This design comes from an exercise in tuning for small area and a short achievable clock period on the open sky130 flow, not from production work. Function was checked by simulation only, so behaviour that the tests miss may differ from the original. Power is estimated from default activity; no workload was simulated.

**flow/config.mk**
```make
export PLATFORM = sky130hd
export DESIGN_NAME = fetch_linebuffer_mp
export DESIGN_NICKNAME = fetch_linebuffer_mp
export VERILOG_FILES = /design/flow/design.v
export SDC_FILE = /design/flow/constraint.sdc
export NUM_CORES = 4
export LEC_CHECK = 0
export CAP_MARGIN = 20
export CORE_MARGIN = 2
export CORE_UTILIZATION = 40
export SETUP_SLACK_MARGIN = 0.5
export SLEW_MARGIN = 20
```
**flow/constraint.sdc**
```tcl
create_clock -name core_clock -period 7.0 [get_ports {clk}]
set_input_delay 1.4000 -clock core_clock [delete_from_list [all_inputs] [get_ports {clk}]]
set_output_delay 1.4000 -clock core_clock [all_outputs]
set_load 0.01 [all_outputs]
```
**flow/design.v**
```verilog
package types;
    localparam int LB_TAG_BITS = 27;
    typedef enum logic [1:0] {
        IDLE  = 2'd0,
        BUSY  = 2'd1,
        DRAIN = 2'd2
    } lb_state_t;
endpackage
module lb_port_lookup
#(
    parameter int NUM_ENTRIES = 4,
    parameter int LINE_BITS   = 256,
    parameter int WIDX        = 3
) (
    input  logic [NUM_ENTRIES*types::LB_TAG_BITS-1:0] tags,
    input  logic [NUM_ENTRIES-1:0]             valid,
    input  logic [NUM_ENTRIES*LINE_BITS-1:0]   data,
    input  logic [types::LB_TAG_BITS-1:0]             line_tag,
    input  logic [WIDX-1:0]                    word_idx,
    output logic                               hit,
    output logic [NUM_ENTRIES-1:0]             hit_vec,
    output logic [31:0]                        word
);
    logic [LINE_BITS-1:0] line_sel;
    generate
        for (genvar gi = 0; gi < NUM_ENTRIES; gi++) begin : g_cmp
            assign hit_vec[gi] = valid[gi] &&
                (tags[gi*types::LB_TAG_BITS +: types::LB_TAG_BITS] == line_tag);
        end
    endgenerate
    assign hit = |hit_vec;
    always_comb begin
        line_sel = '0;
        for (int e = 0; e < NUM_ENTRIES; e++) begin
            if (hit_vec[e]) begin
                line_sel = line_sel | data[e*LINE_BITS +: LINE_BITS];
            end
        end
    end
    assign word = line_sel[{word_idx, 5'b00000} +: 32];
endmodule
module fetch_linebuffer_mp
#(
    parameter int NUM_ENTRIES = 4,
    parameter int NUM_PORTS   = 2,
    parameter int LINE_BITS   = 256
) (
    input  logic                       clk,
    input  logic                       rst,
    input  logic [NUM_PORTS*32-1:0]    fetch_addr,
    input  logic [NUM_PORTS*4-1:0]     fetch_rmask,
    output logic [NUM_PORTS*32-1:0]    fetch_rdata,
    output logic [NUM_PORTS-1:0]       fetch_resp,
    input  logic                       invalidate,
    output logic [31:0]                cache_addr,
    output logic [3:0]                 cache_rmask,
    input  logic [LINE_BITS-1:0]       cache_rdata_line,
    input  logic                       cache_resp
);
    localparam int WORDS    = LINE_BITS / 32;
    localparam int WIDX     = (WORDS > 1) ? $clog2(WORDS) : 1;
    localparam int PTR_BITS = (NUM_ENTRIES > 1) ? $clog2(NUM_ENTRIES) : 1;
    types::lb_state_t                 state_reg;
    logic [types::LB_TAG_BITS-1:0]    req_tag_reg;
    logic [PTR_BITS-1:0]       rr_ptr_reg;
    logic [NUM_ENTRIES-1:0]    valid_reg;
    logic [types::LB_TAG_BITS-1:0]    tag_reg  [NUM_ENTRIES];
    logic [LINE_BITS-1:0]      data_reg [NUM_ENTRIES];
    logic [NUM_ENTRIES*types::LB_TAG_BITS-1:0] tags_flat;
    logic [NUM_ENTRIES*LINE_BITS-1:0]   data_flat;
    logic [NUM_PORTS-1:0]      active;
    logic [NUM_PORTS-1:0]      lk_hit;
    logic [NUM_PORTS-1:0]      miss;
    logic [NUM_PORTS-1:0]      bypass;
    logic [NUM_ENTRIES-1:0]    port_vec [NUM_PORTS];
    logic [31:0]               lk_word  [NUM_PORTS];
    logic                      any_miss;
    logic [types::LB_TAG_BITS-1:0]    miss_tag;
    logic                      has_invalid;
    logic [PTR_BITS-1:0]       victim;
    logic                      fill_en;
    generate
        for (genvar gi = 0; gi < NUM_ENTRIES; gi++) begin : g_flat
            assign tags_flat[gi*types::LB_TAG_BITS +: types::LB_TAG_BITS] = tag_reg[gi];
            assign data_flat[gi*LINE_BITS +: LINE_BITS]     = data_reg[gi];
        end
        for (genvar gi = 0; gi < NUM_PORTS; gi++) begin : g_port
            logic [types::LB_TAG_BITS-1:0] port_tag;
            logic [WIDX-1:0]        word_idx;
            assign port_tag = fetch_addr[gi*32+5 +: types::LB_TAG_BITS];
            assign word_idx = fetch_addr[gi*32+2 +: WIDX];
            assign active[gi] = |fetch_rmask[gi*4 +: 4];
            lb_port_lookup #(
                .NUM_ENTRIES (NUM_ENTRIES),
                .LINE_BITS   (LINE_BITS),
                .WIDX        (WIDX)
            ) u_lookup (
                .tags     (tags_flat),
                .valid    (valid_reg),
                .data     (data_flat),
                .line_tag (port_tag),
                .word_idx (word_idx),
                .hit      (lk_hit[gi]),
                .hit_vec  (port_vec[gi]),
                .word     (lk_word[gi])
            );
            assign miss[gi]   = active[gi] && !(|port_vec[gi]);
            assign bypass[gi] = active[gi] && cache_resp && (state_reg == types::BUSY) &&
                                (req_tag_reg == port_tag);
            assign fetch_resp[gi] = !invalidate && ((active[gi] && lk_hit[gi]) || bypass[gi]);
            assign fetch_rdata[gi*32 +: 32] = lk_hit[gi] ? lk_word[gi] :
                cache_rdata_line[{word_idx, 5'b00000} +: 32];
        end
    endgenerate
    always_comb begin
        any_miss = 1'b0;
        miss_tag = '0;
        for (int p = NUM_PORTS - 1; p >= 0; p--) begin
            if (miss[p]) begin
                any_miss = 1'b1;
                miss_tag = fetch_addr[p*32+5 +: types::LB_TAG_BITS];
            end
        end
    end
    always_comb begin
        has_invalid = 1'b0;
        victim      = rr_ptr_reg;
        for (int e = NUM_ENTRIES - 1; e >= 0; e--) begin
            if (!valid_reg[e]) begin
                has_invalid = 1'b1;
                victim      = PTR_BITS'(e);
            end
        end
    end
    assign fill_en = (state_reg == types::BUSY) && cache_resp && !invalidate;
    always_ff @(posedge clk) begin
        if (rst) begin
            state_reg   <= types::IDLE;
            req_tag_reg <= '0;
            rr_ptr_reg  <= '0;
            valid_reg   <= '0;
            cache_addr  <= '0;
            cache_rmask <= 4'h0;
        end else begin
            case (state_reg)
                types::IDLE: begin
                    if (!invalidate && any_miss) begin
                        state_reg   <= types::BUSY;
                        req_tag_reg <= miss_tag;
                        cache_addr  <= {miss_tag, 5'b00000};
                        cache_rmask <= 4'hF;
                    end
                end
                types::BUSY: begin
                    if (cache_resp) begin
                        state_reg   <= types::IDLE;
                        cache_addr  <= '0;
                        cache_rmask <= 4'h0;
                    end else if (invalidate) begin
                        state_reg   <= types::DRAIN;
                    end
                end
                types::DRAIN: begin
                    if (cache_resp) begin
                        state_reg   <= types::IDLE;
                        cache_addr  <= '0;
                        cache_rmask <= 4'h0;
                    end
                end
                default: begin
                    state_reg   <= types::IDLE;
                    cache_addr  <= '0;
                    cache_rmask <= 4'h0;
                end
            endcase
            if (fill_en) begin
                valid_reg[victim] <= 1'b1;
                if (!has_invalid) begin
                    rr_ptr_reg <= (rr_ptr_reg == PTR_BITS'(NUM_ENTRIES - 1)) ?
                                  '0 : rr_ptr_reg + 1'b1;
                end
            end
            if (invalidate) begin
                valid_reg <= '0;
            end
        end
    end
    always_ff @(posedge clk) begin
        if (fill_en) begin
            tag_reg[victim]  <= req_tag_reg;
            data_reg[victim] <= cache_rdata_line;
        end
    end
endmodule
```
**flow/run.sh**
```bash
#!/bin/bash
# synth_recipe.tcl (not shown) runs the flow's synth.tcl, then flattens the netlist and writes it again
# the make line also repeats each setting of config.mk as NAME=value (left out here)
make -C /OpenROAD-flow-scripts/flow DESIGN_CONFIG=/design/flow/config.mk WORK_HOME=/design/flow/orfs CLKGATE_MAP_FILE= SYNTH_SCRIPT=/design/flow/synth_recipe.tcl finish
```
==> results of run 1 <==
[cell families (layout without fill, tap and decap cells)]
| logic type | Yosys count | count (layout) | synth area share [%] |
|---|---|---|---|
| compound gates | 1649 | 1649 | 20.9 |
| xor+xnor | 270 | 270 | 4.21 |
| fa+ha+maj | 4 | 4 | 0.0890 |
| buf+inv | 423 | 1220 | 3.25 |
| flops | 1195 | 1195 | 62.7 |
| mux | 8 | 8 | 0.142 |
| other cells | 1 | 41 | 0.00667 |
| simple gates | 965 | 970 | 8.73 |
[power by group through the flow]
stage / Sequential, mW / Combinational [mW] / Clock [mW]
finish: 7.99 / 1.51 / 7.04
global route: 7.99 / 1.56 / 7.35
CTS: 7.98 / 1.46 / 7.07
detailed placement: 8.13 / 1.42 / 0
global placement: 8.13 / 1.42 / 0
floorplan: 8.11 / 0.518 / 0
[through the flow]
stage | cells | setup WS [ps] | hold WS [ps] | total power [mW] | util, %
detailed placement | 6878 | -317 | 446 | 9.56 | 47.4
CTS | 7163 | 412 | 465 | 16.5 | 51.8
global placement | 6878 | -313 | 443 | 9.55 | 47.4
global route | 7225 | 324 | 486 | 16.9 | 52.5
floorplan | 4519 | 419 | 491 | 8.63 | -
finish | 7233 | 390 | 461 | 16.5 | 52.5
[per-layer routing]
metal | up-vias | global-route usage (%) | wire (um)
met2 | 4284 | 48.5 | 108000
met4 | 44 | 17.0 | 12700
li1 | 20136 | - | -
met1 | 24209 | 43.0 | 88100
met5 | - | 0 | 265
met3 | 721 | 8.68 | 34000
[final timing paths]
path                           to  slack, ps  depth (start not counted)
hold / removal     cache_addr[14]        460                          1
setup reg to reg  req_tag_reg[18]       2980                         15
setup / recovery  fetch_rdata[62]        390                         17
hold reg to reg    cache_addr[14]        460                          1
[timing repair]
action                                  in CTS  in global routing
setup buffers                               18                 25
gates cloned                                21                  9
endpoints found under the setup margin      65                 61
resized for setup                          255                 97
pin swaps                                   32                 27
[area by class of cell]
class                           instances  area share [%]
Multi-Input combinational cell       2906            27.9
Tap cell                             1876            3.20
Antenna cell                           36           0.123
Inverter                                8          0.0410
Sequential cell                      1195            48.1
Clock buffer                          165            4.82
Clock inverter                         81            1.07
Timing Repair Buffer                  966            14.7
[critical path, cell delays in order]
cell,delay [ps]
clkdlybuf4s50_1,450
buf_12,170
xnor2_4,210
nand4_1,140
nor4_2,340
and4_4,330
buf_4,170
buf_12,170
buf_12,130
buf_16,140
a222oi_1,120
nand2_1,100
o22ai_1,80
nor3_1,230
buf_4,180
a211o_1,220
clkdlybuf4s50_1,580
[placed cells by master (no fill, tap or decap), types with 24 or more instances in the layout]
cell and n:
edfxtp_1 1132, a22oi_1 573, a21oi_1 509, buf_4 358
clkdlybuf4s50_1 346, nand2_1 311, a222oi_1 266, nand3_1 167
clkbuf_16 145, xnor2_1 110, buf_12 109, nand4_1 94
o22ai_1 90, xor2_1 87, nor3_1 86, nor4_1 78
dfxtp_1 63, xnor2_2 61, nor2_1 51, dlygate4sd2_1 47
diode_2 36, a211oi_1 35, or3_1 33, a31oi_1 33
clkinv_2 31, o2bb2ai_1 27, clkbuf_1 27, dlymetal6s2s_1 24
buf_6 24
==> impl_metrics.xml, run 1 <==
<?xml version="1.0" encoding="UTF-8"?>
<metrics>
  <group name="power">
    <metric name="clkPwrFrac" unit="%">42.6</metric>
    <metric name="power_leakage" unit="nW">23.7</metric>
    <metric name="p_seq_share" unit="%">48.3</metric>
    <metric name="internal-power" unit="mW">12.5</metric>
    <metric name="part_of_the_total_power_dissipated_in_combinational_logic" unit="%">9.1</metric>
    <metric name="peakVddDrop" unit="mV">0.202</metric>
    <metric name="power.net_switching" unit="mW">4.03</metric>
    <metric name="switching_share" unit="%">24.4</metric>
    <metric name="power_density" unit="nW/um^2">226</metric>
  </group>
  <group name="critical_path">
    <metric name="crit_type" unit="">in -&gt; out</metric>
    <metric name="worst-path-max-fanout" unit="">15</metric>
    <metric name="endpoint_kind" unit="">primary output</metric>
    <metric name="worst_setup_path_startpoint" unit="">fetch_addr[58]</metric>
    <metric name="cp_arrival" unit="ps">5210</metric>
    <metric name="worst_endpoint_required_time" unit="ps">5600</metric>
    <metric name="timing.rr.start" unit="">tag_reg[0][25]</metric>
    <metric name="cp-start-kind" unit="">input port</metric>
  </group>
  <group name="floorplanning">
    <metric name="die_w" unit="um">379</metric>
    <metric name="floorplan.die_area" unit="um^2">144000</metric>
    <metric name="io_pins" unit="">434</metric>
    <metric name="core.rowCount" unit="">137</metric>
    <metric name="core_region_area" unit="um^2">140000</metric>
    <metric name="die-height" unit="um">379</metric>
    <metric name="start_util" unit="%">40.3</metric>
  </group>
  <group name="synthesis">
    <metric name="synthCells" unit="">4515</metric>
    <metric name="library_cell_with_the_highest_instance_count_after_synthesis" unit="">edfxtp_1</metric>
    <metric name="synth_cell_type_count" unit="">65</metric>
    <metric name="sequential_area_share_after_synthesis" unit="%">62.7</metric>
    <metric name="yosys_register_bits" unit="">1195</metric>
    <metric name="synth_area" unit="um^2">56200</metric>
    <metric name="synth_top_flop_cell" unit="">edfxtp_1</metric>
    <metric name="synth.area.top_cells" unit="">edfxtp_1 (60%), a22oi_1 (7.7%), a222oi_1 (4.7%)</metric>
    <metric name="postSynthAreaPerCell" unit="um^2">12.5</metric>
    <metric name="top_cell_types_by_occurrence_after_synthesis" unit="">edfxtp_1 (1,132), a22oi_1 (576), a21oi_1 (514), nand2_1 (315), a222oi_1 (266)</metric>
    <metric name="synth-edff-count" unit="">1132</metric>
    <metric name="total_number_of_yosys_warnings" unit="">4</metric>
    <metric name="post-synth-top-area-fraction" unit="%">60.5</metric>
    <metric name="synth_top_cell_by_area" unit="">edfxtp_1</metric>
    <metric name="ys_async_sr_fraction" unit="%">0</metric>
  </group>
  <group name="detailed_routing">
    <metric name="remaining_drc_errors" unit="">0</metric>
    <metric name="drt_first_pass_iters" unit="">11</metric>
    <metric name="dr_total_vias" unit="">49394</metric>
    <metric name="wl_per_cell" unit="um">33.6</metric>
    <metric name="antenna_left" unit="">0</metric>
    <metric name="drt_iter0_drc" unit="">8787</metric>
    <metric name="via_density_per_instance" unit="">6.83</metric>
    <metric name="finalWirelength" unit="mm">243</metric>
  </group>
  <group name="sta">
    <metric name="finalSetupViolations" unit="">0</metric>
    <metric name="timing.final.max_slew_violations" unit="">0</metric>
    <metric name="rsz0062_at_grt" unit="">yes</metric>
    <metric name="worst_pin_slew" unit="ps">1120</metric>
    <metric name="finalCritPeriodShare" unit="%">94.4</metric>
    <metric name="worst_slew_margin_rel" unit="%">25.5</metric>
    <metric name="final_period_minus_worst_setup_slack" unit="ps">6610</metric>
    <metric name="finalClockSkew" unit="ps">28.3</metric>
    <metric name="timing.final.hold_violations" unit="">0</metric>
    <metric name="fmaxAchievable" unit="MHz">151</metric>
    <metric name="setup-tns-final" unit="ps">0</metric>
  </group>
  <group name="cts">
    <metric name="tritoncts.num_buffers" unit="">135</metric>
    <metric name="cts_htree_levels" unit="">4</metric>
    <metric name="clock_latency_late_sink" unit="ps">790</metric>
    <metric name="clkSinkCount" unit="">1195</metric>
    <metric name="clk_root_buffer_cell" unit="">clkbuf_16</metric>
    <metric name="clock_tree_from_tritoncts" unit="">yes</metric>
    <metric name="clkTransAtPathRegs" unit="ps">60</metric>
    <metric name="clock_path_buffers" unit="">3</metric>
    <metric name="cts_hold_buf" unit="">0</metric>
  </group>
  <group name="global_route">
    <metric name="grt_pass1_wl" unit="mm">335</metric>
    <metric name="groute.usage.overall" unit="%">32.4</metric>
    <metric name="first_global_vias" unit="">46567</metric>
    <metric name="grt_max_degree" unit="">138</metric>
    <metric name="antenna_found_initial" unit="">65</metric>
    <metric name="grt_overflow_total" unit="">0</metric>
  </group>
  <group name="final_layout">
    <metric name="flow.area_growth_from_synthesis" unit="%">30.3</metric>
    <metric name="fraction_of_final_layout_cells_sized_beyond_drive_strength_1" unit="%">18.1</metric>
    <metric name="layout.nets" unit="">5548</metric>
    <metric name="largest_register_ff_count" unit="">1024</metric>
    <metric name="layout.cell_area.non_filler" unit="um^2">73300</metric>
    <metric name="multi_input_comb_area" unit="um^2">20400</metric>
    <metric name="register_area" unit="um^2">35300</metric>
    <metric name="fillerInstances" unit="">11700</metric>
  </group>
  <group name="place">
    <metric name="placement.io_buffers" unit="">424</metric>
    <metric name="finalWeightedCongestion" unit="">0.915</metric>
    <metric name="post_dp_cell_area" unit="um^2">66100</metric>
    <metric name="dp_hpwl" unit="mm">153</metric>
  </group>
  <group name="outcome">
    <metric name="run_status" unit="">complete, no violations</metric>
  </group>
  <group name="min_path">
    <metric name="min_from" unit="">cache_addr[14]</metric>
    <metric name="hold_class" unit="">reg -&gt; reg</metric>
  </group>
  <group name="job">
    <metric name="timing.max_cap.violations" unit="">0</metric>
  </group>
</metrics>
==> inputs of run 2 (changes only) <==
--- a/flow/config.mk
+++ b/flow/config.mk
@@ -8,5 +8,5 @@
 export CAP_MARGIN = 20
 export CORE_MARGIN = 2
 export CORE_UTILIZATION = 40
-export SETUP_SLACK_MARGIN = 0.5
+export SETUP_SLACK_MARGIN = 3
 export SLEW_MARGIN = 20
==> impl_metrics.xml, run 2 <==
<?xml version="1.0" encoding="UTF-8"?>
<metrics>
  <group name="power">
    <metric name="peakVddDrop" unit="mV">0.243</metric>
    <metric name="power_density" unit="nW/um^2">209</metric>
    <metric name="power_leakage" unit="nW">25.9</metric>
  </group>
  <group name="synthesis">
    <metric name="yosys_register_bits" unit="">1195</metric>
    <metric name="top_cell_types_by_occurrence_after_synthesis" unit="">edfxtp_1 (1,132), a22oi_1 (576), a21oi_1 (514), nand2_1 (315), a222oi_1 (266)</metric>
    <metric name="synth_cell_type_count" unit="">65</metric>
    <metric name="synth_top_cell_by_area" unit="">edfxtp_1</metric>
    <metric name="library_cell_with_the_highest_instance_count_after_synthesis" unit="">edfxtp_1</metric>
    <metric name="postSynthAreaPerCell" unit="um^2">12.5</metric>
    <metric name="synthCells" unit="">4515</metric>
    <metric name="sequential_area_share_after_synthesis" unit="%">62.7</metric>
    <metric name="synth_top_flop_cell" unit="">edfxtp_1</metric>
    <metric name="synth-edff-count" unit="">1132</metric>
    <metric name="post-synth-top-area-fraction" unit="%">60.5</metric>
    <metric name="synth_area" unit="um^2">56200</metric>
    <metric name="synth.area.top_cells" unit="">edfxtp_1 (60%), a22oi_1 (7.7%), a222oi_1 (4.7%)</metric>
    <metric name="total_number_of_yosys_warnings" unit="">4</metric>
    <metric name="ys_async_sr_fraction" unit="%">0</metric>
  </group>
  <group name="critical_path">
    <metric name="worst_setup_path_startpoint" unit="">fetch_addr[10]</metric>
    <metric name="rr_worst_depth" unit="">16</metric>
    <metric name="endpoint_kind" unit="">primary output</metric>
    <metric name="timing.rr.start" unit="">tag_reg[0][16]</metric>
    <metric name="cp_arrival" unit="ps">4650</metric>
    <metric name="worst-path-max-fanout" unit="">4</metric>
    <metric name="reg2reg_slack" unit="ps">3320</metric>
    <metric name="crit_type" unit="">in -&gt; out</metric>
    <metric name="cp-start-kind" unit="">input port</metric>
    <metric name="timing.rr.end" unit="">req_tag_reg[6]</metric>
    <metric name="worst_endpoint_required_time" unit="ps">5600</metric>
  </group>
  <group name="sta">
    <metric name="finalClockSkew" unit="ps">29.9</metric>
    <metric name="setup-tns-final" unit="ps">0</metric>
    <metric name="worst_pin_slew" unit="ps">1200</metric>
    <metric name="worst_slew_margin_rel" unit="%">19.1</metric>
    <metric name="timing.final.hold_violations" unit="">0</metric>
    <metric name="finalSetupViolations" unit="">0</metric>
    <metric name="rsz0062_at_grt" unit="">yes</metric>
    <metric name="finalCritPeriodShare" unit="%">86.4</metric>
    <metric name="final_period_minus_worst_setup_slack" unit="ps">6050</metric>
    <metric name="fmaxAchievable" unit="MHz">165</metric>
    <metric name="timing.final.max_slew_violations" unit="">0</metric>
  </group>
  <group name="detailed_routing">
    <metric name="wl_met3" unit="mm">37.6</metric>
    <metric name="wl_per_cell" unit="um">34.7</metric>
    <metric name="drt_iter0_drc" unit="">8961</metric>
    <metric name="maxUsedRoutingLayer" unit="">met5</metric>
    <metric name="length_of_routed_wiring_on_met1" unit="mm">91.9</metric>
    <metric name="finalWirelength" unit="mm">260</metric>
    <metric name="remaining_drc_errors" unit="">0</metric>
    <metric name="via_density_per_instance" unit="">6.85</metric>
    <metric name="met2RoutedLength" unit="mm">112</metric>
    <metric name="drt_first_pass_iters" unit="">12</metric>
    <metric name="dr_total_vias" unit="">51290</metric>
    <metric name="antenna_left" unit="">0</metric>
  </group>
  <group name="outcome">
    <metric name="run_status" unit="">complete, no violations</metric>
  </group>
  <group name="min_path">
    <metric name="hold_class" unit="">reg -&gt; reg</metric>
    <metric name="min_delay_path_depth" unit="">1</metric>
    <metric name="hold_path_end" unit="">cache_addr[13]</metric>
    <metric name="min_from" unit="">cache_addr[13]</metric>
  </group>
  <group name="place">
    <metric name="placement.io_buffers" unit="">424</metric>
    <metric name="dp_hpwl" unit="mm">155</metric>
    <metric name="finalWeightedCongestion" unit="">0.969</metric>
    <metric name="placed_cells" unit="">6886</metric>
  </group>
  <group name="final_layout">
    <metric name="flow.area_growth_from_synthesis" unit="%">40.3</metric>
    <metric name="most_frequent_cells_in_the_layout" unit="">edfxtp_1 (1,132), a22oi_1 (501), a21oi_1 (453)</metric>
    <metric name="fraction_of_final_layout_cells_sized_beyond_drive_strength_1" unit="%">29.1</metric>
    <metric name="layout.nets" unit="">5809</metric>
    <metric name="finalNonFillerCells" unit="">7491</metric>
    <metric name="largest_register_ff_count" unit="">1024</metric>
    <metric name="final_common_cell" unit="">edfxtp_1</metric>
    <metric name="fillerInstances" unit="">11174</metric>
  </group>
  <group name="floorplanning">
    <metric name="start_util" unit="%">40.3</metric>
    <metric name="core_region_area" unit="um^2">140000</metric>
    <metric name="die_w" unit="um">379</metric>
    <metric name="io_pins" unit="">434</metric>
    <metric name="core.rowCount" unit="">137</metric>
    <metric name="floorplan.die_area" unit="um^2">144000</metric>
    <metric name="die-height" unit="um">379</metric>
  </group>
  <group name="cts">
    <metric name="clock_path_buffers" unit="">3</metric>
    <metric name="tritoncts.num_buffers" unit="">135</metric>
    <metric name="clkTransAtPathRegs" unit="ps">60</metric>
    <metric name="cts_hold_buf" unit="">0</metric>
    <metric name="clk_root_buffer_cell" unit="">clkbuf_16</metric>
    <metric name="clock_tree_from_tritoncts" unit="">yes</metric>
    <metric name="cts_htree_levels" unit="">4</metric>
    <metric name="clkSinkCount" unit="">1195</metric>
    <metric name="clock_latency_late_sink" unit="ps">800</metric>
  </group>
  <group name="global_route">
    <metric name="groute.usage.overall" unit="%">33.8</metric>
    <metric name="antenna_found_initial" unit="">66</metric>
    <metric name="grt_overflow_total" unit="">0</metric>
    <metric name="first_global_vias" unit="">47882</metric>
    <metric name="grt_pass1_wl" unit="mm">349</metric>
    <metric name="grt_max_degree" unit="">139</metric>
  </group>
  <group name="job">
    <metric name="timing.max_cap.violations" unit="">0</metric>
  </group>
</metrics>
run 2: cell types whose count changed in the layout (fill, tap and decap cells not counted), sizes merged, moves of 2 or more:
cell / delta
clkdlybuf4s15: +3
dlygate4sd2: -46
clkinvlp: -2
bufbuf: -4
bufinv: -7
clkbuf: +37
clkinv: -3
dlymetal6s2s: -19
clkdlybuf4s50: -45
buf: +343
run 2: report_power, final:
group	leakage, nW	internal (mW)	switching (mW)
logic	13.2	0.728	0.969
clock network	2.02	3.75	3.03
registers	10.7	7.90	0.0833
total	25.9	12.4	4.08
run 2: per-stage QoR:
stage          total power, mW  setup WS (ps)  area [um^2]  hold WS (ps)  utilization, %
2_1_floorplan             8.63            419        56300           491               -
3_3_place_gp              9.53           -420        66000           446            47.3
3_5_place_dp              9.53           -431        66000           445            47.3
4_1_cts                   16.3            996        74700           468            53.5
5_1_grt                   16.8            900        78900           490            56.5
6_report                  16.5            950        78900           461            56.5
run 2: cell type report:
cell class	count	area [um^2]	share of cell area, %
timing repair buffer	1226	14200	18.0
inverter	8	30.0	0.0381
clock inverter	69	523	0.663
clock buffer	174	3620	4.59
sequential	1195	35300	44.7
tap	1876	2350	2.98
antenna	36	90.1	0.114
multi-input combinational	2907	22800	28.9
run 2: cells by family (layout without fill, tap and decap cells):
logic type / Yosys count / in the layout / share of synthesized area, %
XOR/XNOR: 270 / 270 / 4.21
buffers and inverters: 423 / 1477 / 3.25
adder cells (fa/ha/maj): 4 / 4 / 0.0890
AO/OA/AOI/OAI: 1649 / 1650 / 20.9
AND/OR/NAND/NOR: 965 / 970 / 8.73
flip-flops: 1195 / 1195 / 62.7
other: 1 / 41 / 0.00667
multiplexers: 8 / 8 / 0.142
run 2: worst max path at each step:
stage	endpoint	slack (ps)	depth (start not counted)
after floorplan	data_reg[3][0]	420	3
after global placement	fetch_rdata[23]	-420	16
after detailed placement	fetch_rdata[23]	-430	16
after CTS	fetch_rdata[49]	1000	17
after global routing	fetch_rdata[19]	900	18
final	fetch_rdata[9]	950	17
run 2: routing by layer:
layer,GRT usage [%],up-vias
met5,0,-
met4,18.8,44
met3,10.1,909
met2,49.8,4520
met1,44.6,25129
li1,-,20688
run 2: critical path, cell delays in order:
cell     delay [ps]
buf_6           110
buf_6           120
xnor2_4         210
nand4_1         130
or4_4           540
nor4_4          210
buf_12          190
or4_4           170
buf_12          120
buf_16          120
nor2_4           50
buf_12          180
buf_8           130
a22oi_2         170
nand4_1         190
or3_4           450
buf_6           130
run 2: repair_timing:
item / CTS / global route
buffers inserted: 138 / 124
endpoints found under the setup margin: 121 / 120
gates resized for setup: 800 / 568
pin swaps: 215 / 330
gates cloned: 40 / 24

[separate check: timing with driven ports]
Ports are ideal in the flow. The routed layouts listed here were re-timed in OpenROAD.
Step 1, drivers: a clkbuf_16 drives clk and a buf_2 each remaining input, both assumed.
Step 2 adds t to the input delays and takes it off the output delays; t is the mean of the earliest and latest rising clock arrival at the registers after step 1. Input paths then give back, and output paths get back, about the clock's delay inside the block.
a / b / c = no drivers / after step 1 / after step 2; a / b = the first two.
run | t (ns) | setup slack, ns | hold slack, ns | latest minus earliest clock arrival (ns) | slew at the worst register clock pin (ns)
run 1 | 0.873 | 0.390 / 0.356 / 0.356 | 0.461 / 0.461 / 0.461 | 0.051 / 0.051 | 0.06 / 0.06
run 2 | 0.869 | 0.950 / 0.919 / 0.919 | 0.461 / 0.461 / 0.461 | 0.033 / 0.033 | 0.07 / 0.07
After both steps every run listed still meets setup and hold. The setup slack of run 1, which loses most, moves by -0.034 ns with the drivers and by -0.034 ns with both steps.
